This design comes from an exercise in tuning for small area on the open sky130 flow, not from production work. In this exercise RTL edits were held to simulation tests only and were not proved equivalent to the original.

Setup of v36:
==> flow/design.v (excerpt) <==
module mdc_top (
    input  logic         clk,
    input  logic         rst_n,
    input  logic         in_valid,
    input  logic [14:0]  in_data,
    input  logic [8:0]   in_mode,
    output logic         out_valid,
    output logic [206:0] out_data
);
    logic [3:0]  syn15, syn9;
    logic [14:0] fix15;
    logic [8:0]  fix9;
    logic [10:0] din;
    logic [4:0]  mdec;
    always_comb begin
        syn15 = '0;
        for (int p = 1; p <= 15; p++) if (in_data[15-p]) syn15 = syn15 ^ 4'(p);
        fix15 = in_data;
        for (int p = 1; p <= 15; p++) if (syn15 == 4'(p)) fix15[15-p] = ~in_data[15-p];
        din = {fix15[12], fix15[10:8], fix15[6:0]};
        syn9 = '0;
        for (int p = 1; p <= 9; p++) if (in_mode[9-p]) syn9 = syn9 ^ 4'(p);
        fix9 = in_mode;
        for (int p = 1; p <= 9; p++) if (syn9 == 4'(p)) fix9[9-p] = ~in_mode[9-p];
        mdec = {fix9[6], fix9[4:2], fix9[0]};
    end
    logic       busy;
    logic [4:0] c;
    logic       sel3;
    always_ff @(posedge clk or negedge rst_n) begin
        if (!rst_n) begin
            busy <= 1'b0; out_valid <= 1'b0;
        end else begin
            out_valid <= busy && (c == 5'd30);
            if (!busy) begin
                if (in_valid) busy <= 1'b1;
            end else begin
                if (c == 5'd30) busy <= 1'b0;
            end
        end
    end
    always_ff @(posedge clk) begin
        c <= busy ? c + 5'd1 : 5'd1;
  ...
For scale: roughly 1900 cells after synthesis, ~20000 um2 of cells after synthesis.
==> flow/config.mk <==
export PLATFORM = sky130hd
export DESIGN_NAME = mdc_top
export DESIGN_NICKNAME = mdc_top
export VERILOG_FILES = /design/flow/design.v
export SDC_FILE = /design/flow/constraint.sdc
export NUM_CORES = 8
export LEC_CHECK = 0
export ABC_AREA = 1
export CAP_MARGIN = 20
export CORE_MARGIN = 2
export CORE_UTILIZATION = 75
export CTS_BUF_LIST = sky130_fd_sc_hd__clkbuf_8
export CTS_CLUSTER_DIAMETER = 80
export CTS_CLUSTER_SIZE = 15
export SETUP_SLACK_MARGIN = 1.0
export SLEW_MARGIN = 20
export SYNTH_HIERARCHICAL = 1
export SYNTH_MINIMUM_KEEP_SIZE = 0
==> flow/constraint.sdc <==
create_clock -name core_clock -period 25.0 [get_ports {clk}]
set_input_delay 5.0000 -clock core_clock [delete_from_list [all_inputs] [get_ports {clk}]]
set_output_delay 5.0000 -clock core_clock [all_outputs]
set_load 0.01 [all_outputs]
standard.sh (not shown) runs the stock make flow with config.mk's settings and CLKGATE_MAP_FILE= SYNTH_SCRIPT=/design/flow/synth_recipe.tcl, a recipe that flattens the netlist after the stock synthesis.
==> flow/flow/run.sh <==
#!/bin/bash
# Own flow = the standard flow (standard.sh) with these changes:
#  2. the floorplan step only removes the synthesis buffers (REMOVE_ABC_BUFFERS=1) instead of
#     running a timing repair on unplaced, unrouted estimates (later steps still repair timing);
#  3. the port buffers use the smallest buffer cell instead of the default delay buffer.
# Every tool's output goes to a log file in this folder.
set -euo pipefail
rm -rf abcscripts
cp -r "$FLOW_HOME/scripts" abcscripts
cp flow/abc_area.script abcscripts/abc_area.script
bash standard.sh "SCRIPTS_DIR=$PWD/abcscripts" synth > synth.log 2>&1
bash standard.sh REMOVE_ABC_BUFFERS=1 "BUFFER_PORTS_ARGS=-buffer_cell sky130_fd_sc_hd__buf_1" finish > layout.log 2>&1
==> flow/flow/abc_area.script <==
strash
dch -f
amap -m -F 50 -A 50 -C 200
topo
stime -c
### v36 -> v28
Settings: swapping 20 for 0 in SLEW_MARGIN; putting GPL_TIMING_DRIVEN at 0 where nothing was set; swapping 20 for 0 in CAP_MARGIN.
Notes after the runs:
Compared to v36, v28 has maximum frequency 0.0021 GHz lower.
Where register-to-register slack is concerned, v36 is better than v28.
Taking v36 as the reference, in v28 clock-buffer cell count shrank by 8.8%; worst hold slack climbed 0.0045 ns.
v28 ran in full, but the layout does not pass; the checks complain about max-capacitance violations, max-slew violations.
Changes in v52 relative to v28:
Settings: a change of CTS_CLUSTER_SIZE from 15 to 16; a change of CTS_CLUSTER_DIAMETER from 80 to 70; a deleted GPL_TIMING_DRIVEN that had been 0; a change of CORE_UTILIZATION from 75 to 65; a change of SLEW_MARGIN from 0 to 20; a change of CAP_MARGIN from 0 to 20.
Results
Looking at the reports, v52 completed the entire flow and the layout it produced met the timing, design-rule and antenna checks.
v52 and v28 ended up with nearly the same final estimated routing congestion in global placement.
Delta (v52 minus v28): vias after detailed routing decreased by 2.7% relative to the old numbers; non-clock buffer count increased by 5.4% relative to the old numbers.

* * *

yarrow:
mdc_top again, from the RTL that the note above started with.
==> flow/design.v (excerpt) <==
module mdc_top (
    input  logic         clk,
    input  logic         rst_n,
    input  logic         in_valid,
    input  logic [14:0]  in_data,
    input  logic [8:0]   in_mode,
    output logic         out_valid,
    output logic [206:0] out_data
);
clock: 25.0 ns
lec_check: 0
abc_area: 1
cap_margin: 20
core_margin: 2
core_utilization: 65
cts_buf_list: sky130_fd_sc_hd__clkbuf_8
cts_cluster_diameter: 60
cts_cluster_size: 16
setup_slack_margin: 1.0
slew_margin: 20
synth_hierarchical: 1
synth_minimum_keep_size: 0
Scripts as last shown in full above: flow/flow/run.sh, flow/flow/abc_area.script
yarrow: all stages complete, timing, DRC and antenna checks passed
[inputs] nickel vs yarrow
Settings: a change of SLEW_MARGIN from 20 to 0; a change of CTS_CLUSTER_DIAMETER from 60 to 80; a change of CAP_MARGIN from 20 to 0; a change of CTS_CLUSTER_SIZE from 16 to 15; an added GPL_TIMING_DRIVEN of 0.
Findings:
Layout overhead on the synthesized area in nickel is 0.31 points below yarrow. Number of antenna violations at the first check in global routing: nickel vs yarrow down 1. nickel ends up with a non-clock buffer count that is 4.4% lower than in yarrow. Taking nickel as 1.0, yarrow lands at 1.06 on fmax. Per the comparison of nickel with yarrow, required arrival time at the worst endpoint +120 ps, minimum hold slack grew by 15 ps.
Inputs modified between nickel and maple:
Settings: changing CTS_CLUSTER_SIZE from 15 to 16; changing CAP_MARGIN from 0 to 20; changing CTS_CLUSTER_DIAMETER from 80 to 70; changing SLEW_MARGIN from 0 to 20.
==> run summary <==
[compare] base=nickel new=maple: cell count along the critical path up about 3.6%, via count up 171.
Any difference in number of standard cells in the final layout excluding fillers between nickel and maple is small enough to ignore.
The setup slack of maple is larger than that of nickel.
[compare] base=nickel new=maple: post-layout instance area went up about 0.8%, vias per cell now larger.

* * *

## run A
mdc_top, a different RTL version from the one above (not shown whole).
For scale: about 240 I/O pins, about 21000 um^2 of cells after synthesis.
Design mdc_top, start of the top module:
module mdc_top (
    input  logic         clk,
    input  logic         rst_n,
    input  logic         in_valid,
    input  logic [14:0]  in_data,
    input  logic [8:0]   in_mode,
    output logic         out_valid,
    output logic [206:0] out_data
);
clock: 25.0 ns
lec_check: 0
abc_area: 1
cap_margin: 20
core_margin: 2
core_utilization: 65
cts_buf_list: sky130_fd_sc_hd__clkbuf_8
cts_cluster_diameter: 80
cts_cluster_size: 15
setup_slack_margin: 1.0
slew_margin: 20
synth_hierarchical: 1
synth_minimum_keep_size: 0
Scripts as last shown in full above: flow/flow/run.sh, flow/flow/abc_area.script
## Diff of input files: run B against run A
==> flow/flow/run.sh <==
#!/bin/bash
set -euo pipefail
rm -rf abcscripts
cp -r "$FLOW_HOME/scripts" abcscripts
cp flow/abc_area.script abcscripts/abc_area.script
bash standard.sh "SCRIPTS_DIR=$PWD/abcscripts" synth > synth.log 2>&1
bash standard.sh "BUFFER_PORTS_ARGS=-buffer_cell sky130_fd_sc_hd__buf_1" finish > layout.log 2>&1
==> flow/flow/abc_area.script <==
strash
dch
amap -m -F 30 -A 30
topo
stime -c
==> run summary <==
Run B reached the end of the flow, and the finished layout is clean on the timing, design-rule and antenna checks. Changes observed in run B relative to run A: arrival time of the worst setup path lower; post-synthesis instance area higher; number of combinational gates with multiple inputs higher; wire length per cell after detailed routing lower. Diff run A -> run B: global-route usage picked up an extra 0.69 points, count of clock-buffer cells in the layout lost 2, number of instances in the synthesized netlist picked up an extra 105, non-clock buffer count lost about 0.7%, multi-input logic portion of the cell area lost 0.68 points. Looking at total met3 wirelength after detailed routing across run B and run A, the one that comes out higher is run B.
diff inputs: run B => run C
==> flow/flow/run.sh <==
#!/bin/bash
set -euo pipefail
bash standard.sh "BUFFER_PORTS_ARGS=-buffer_cell sky130_fd_sc_hd__buf_1" finish > standard_flow.log 2>&1
removed: flow/flow/abc_area.script
Notes after the runs:
- Die area (run B / run C): 0.906
- Changes observed in run C relative to run B: non-clock buffer area fraction after layout fell by 0.82 points, number of antenna violations at the first check in global routing rose by 1.
- Taking run B as the reference, in run C count of clock-buffer cells in the layout shows a reduction of 5.9%; layout buffer count excluding clock buffers shows a reduction of about 6%; ratio of final minimum period to clock period shows a reduction of 0.63 points.
- Summary of the comparison: area after synthesis is higher in run C, relative to run B.
- Detailed-route DRC error count: run C vs run B identical
Inputs modified between run C and run D:
Settings: CORE_UTILIZATION now 40, was 65; CTS_CLUSTER_DIAMETER now 100, was 80; CTS_BUF_LIST now sky130_fd_sc_hd__clkbuf_16, was sky130_fd_sc_hd__clkbuf_8; CTS_CLUSTER_SIZE now 20, was 15.
## What came out
As of run D, number of well taps had risen by more than half compared to run C. Run D vs run C: first-pass GRT wire length up in run D. Per the comparison of run D with run C, share of the clock period used by the worst path about even, die span in x saw an increase, routability congestion estimate went up by 3.6%, total routing resource utilization after global routing decreased 15 points. | average detailed-routed wire length per instance | lower: run D |. The fmax on run D is in line with that on run C.
diff inputs: run D => run E
Settings: CTS_CLUSTER_DIAMETER: 100 -> 80; CTS_CLUSTER_SIZE: 20 -> 15; CTS_BUF_LIST: sky130_fd_sc_hd__clkbuf_16 -> sky130_fd_sc_hd__clkbuf_8.
### Flow results
Run D has a lower count of clock-buffer cells in the layout than run E. Run E gives less final critical-path setup slack than run D did. The lower pin slew with the least headroom to its limit came out of run D. The placed wire-length estimate of run E and that of run D are within noise of each other. In the flow results for run D and run E, the share of layout cells above drive strength 1 is smaller on run D.
Edits applied to the flow inputs when going from run E to run F:
Settings: removing CTS_CLUSTER_SIZE (formerly 15); removing CTS_CLUSTER_DIAMETER (formerly 80); changing CTS_BUF_LIST from sky130_fd_sc_hd__clkbuf_8 to sky130_fd_sc_hd__clkbuf_4.
--- outcome ---
NOTE cell count run E->run F increased by a few percent. Max data arrival time at the worst-slack endpoint across run F and run E: run F. Summary of the comparison: number of cells on the worst reg-to-reg path is lower in run F, relative to run E. Clock-buffer cell count (run F vs. run E) increases by more than 100%.

afterwards: timing with drivers on the ports:
The results above use ideal ports. As a check the final layouts listed here were re-extracted and re-timed, cells and wires unchanged.
Step 1: set_driving_cell puts a clkbuf_16 on clk and a buf_2 on each other input, an assumption about the parent block.
Step 2 times the ports against the registers' clock, not the clock port: input delays grow and output delays shrink by t, the midpoint of the rising clock arrivals with the driver on.
a / b / c = no drivers / after step 1 / after step 2; a / b = the first two.
| run | t, ns | slack for setup (ns) | clock arrival spread, ns | cell pins on the clock port's net |
|---|---|---|---|---|
| v36 | 0.627 | 2.911 / 2.911 / 2.911 | 0.026 / 0.026 | 1 |
| v28 | 0.652 | 1.836 / 1.836 / 1.836 | 0.034 / 0.034 | 1 |
| v52 | 0.679 | 3.342 / 3.342 / 3.342 | 0.030 / 0.030 | 1 |
| yarrow | 0.605 | 3.396 / 3.396 / 3.396 | 0.022 / 0.022 | 1 |
| nickel | 0.680 | 2.176 / 2.176 / 2.176 | 0.024 / 0.024 | 1 |
| maple | 0.687 | 2.475 / 2.475 / 2.475 | 0.019 / 0.018 | 1 |
| run A | 0.607 | 3.768 / 3.768 / 3.768 | 0.024 / 0.024 | 1 |
| run B | 0.619 | 4.638 / 4.638 / 4.638 | 0.034 / 0.033 | 1 |
| run C | 0.696 | 4.795 / 4.795 / 4.795 | 0.063 / 0.063 | 1 |
| run D | 0.620 | 4.778 / 4.778 / 4.778 | 0.053 / 0.052 | 1 |
| run E | 0.672 | 4.715 / 4.715 / 4.715 | 0.045 / 0.045 | 1 |
| run F | 0.883 | 4.849 / 4.849 / 4.849 | 0.091 / 0.090 | 1 |
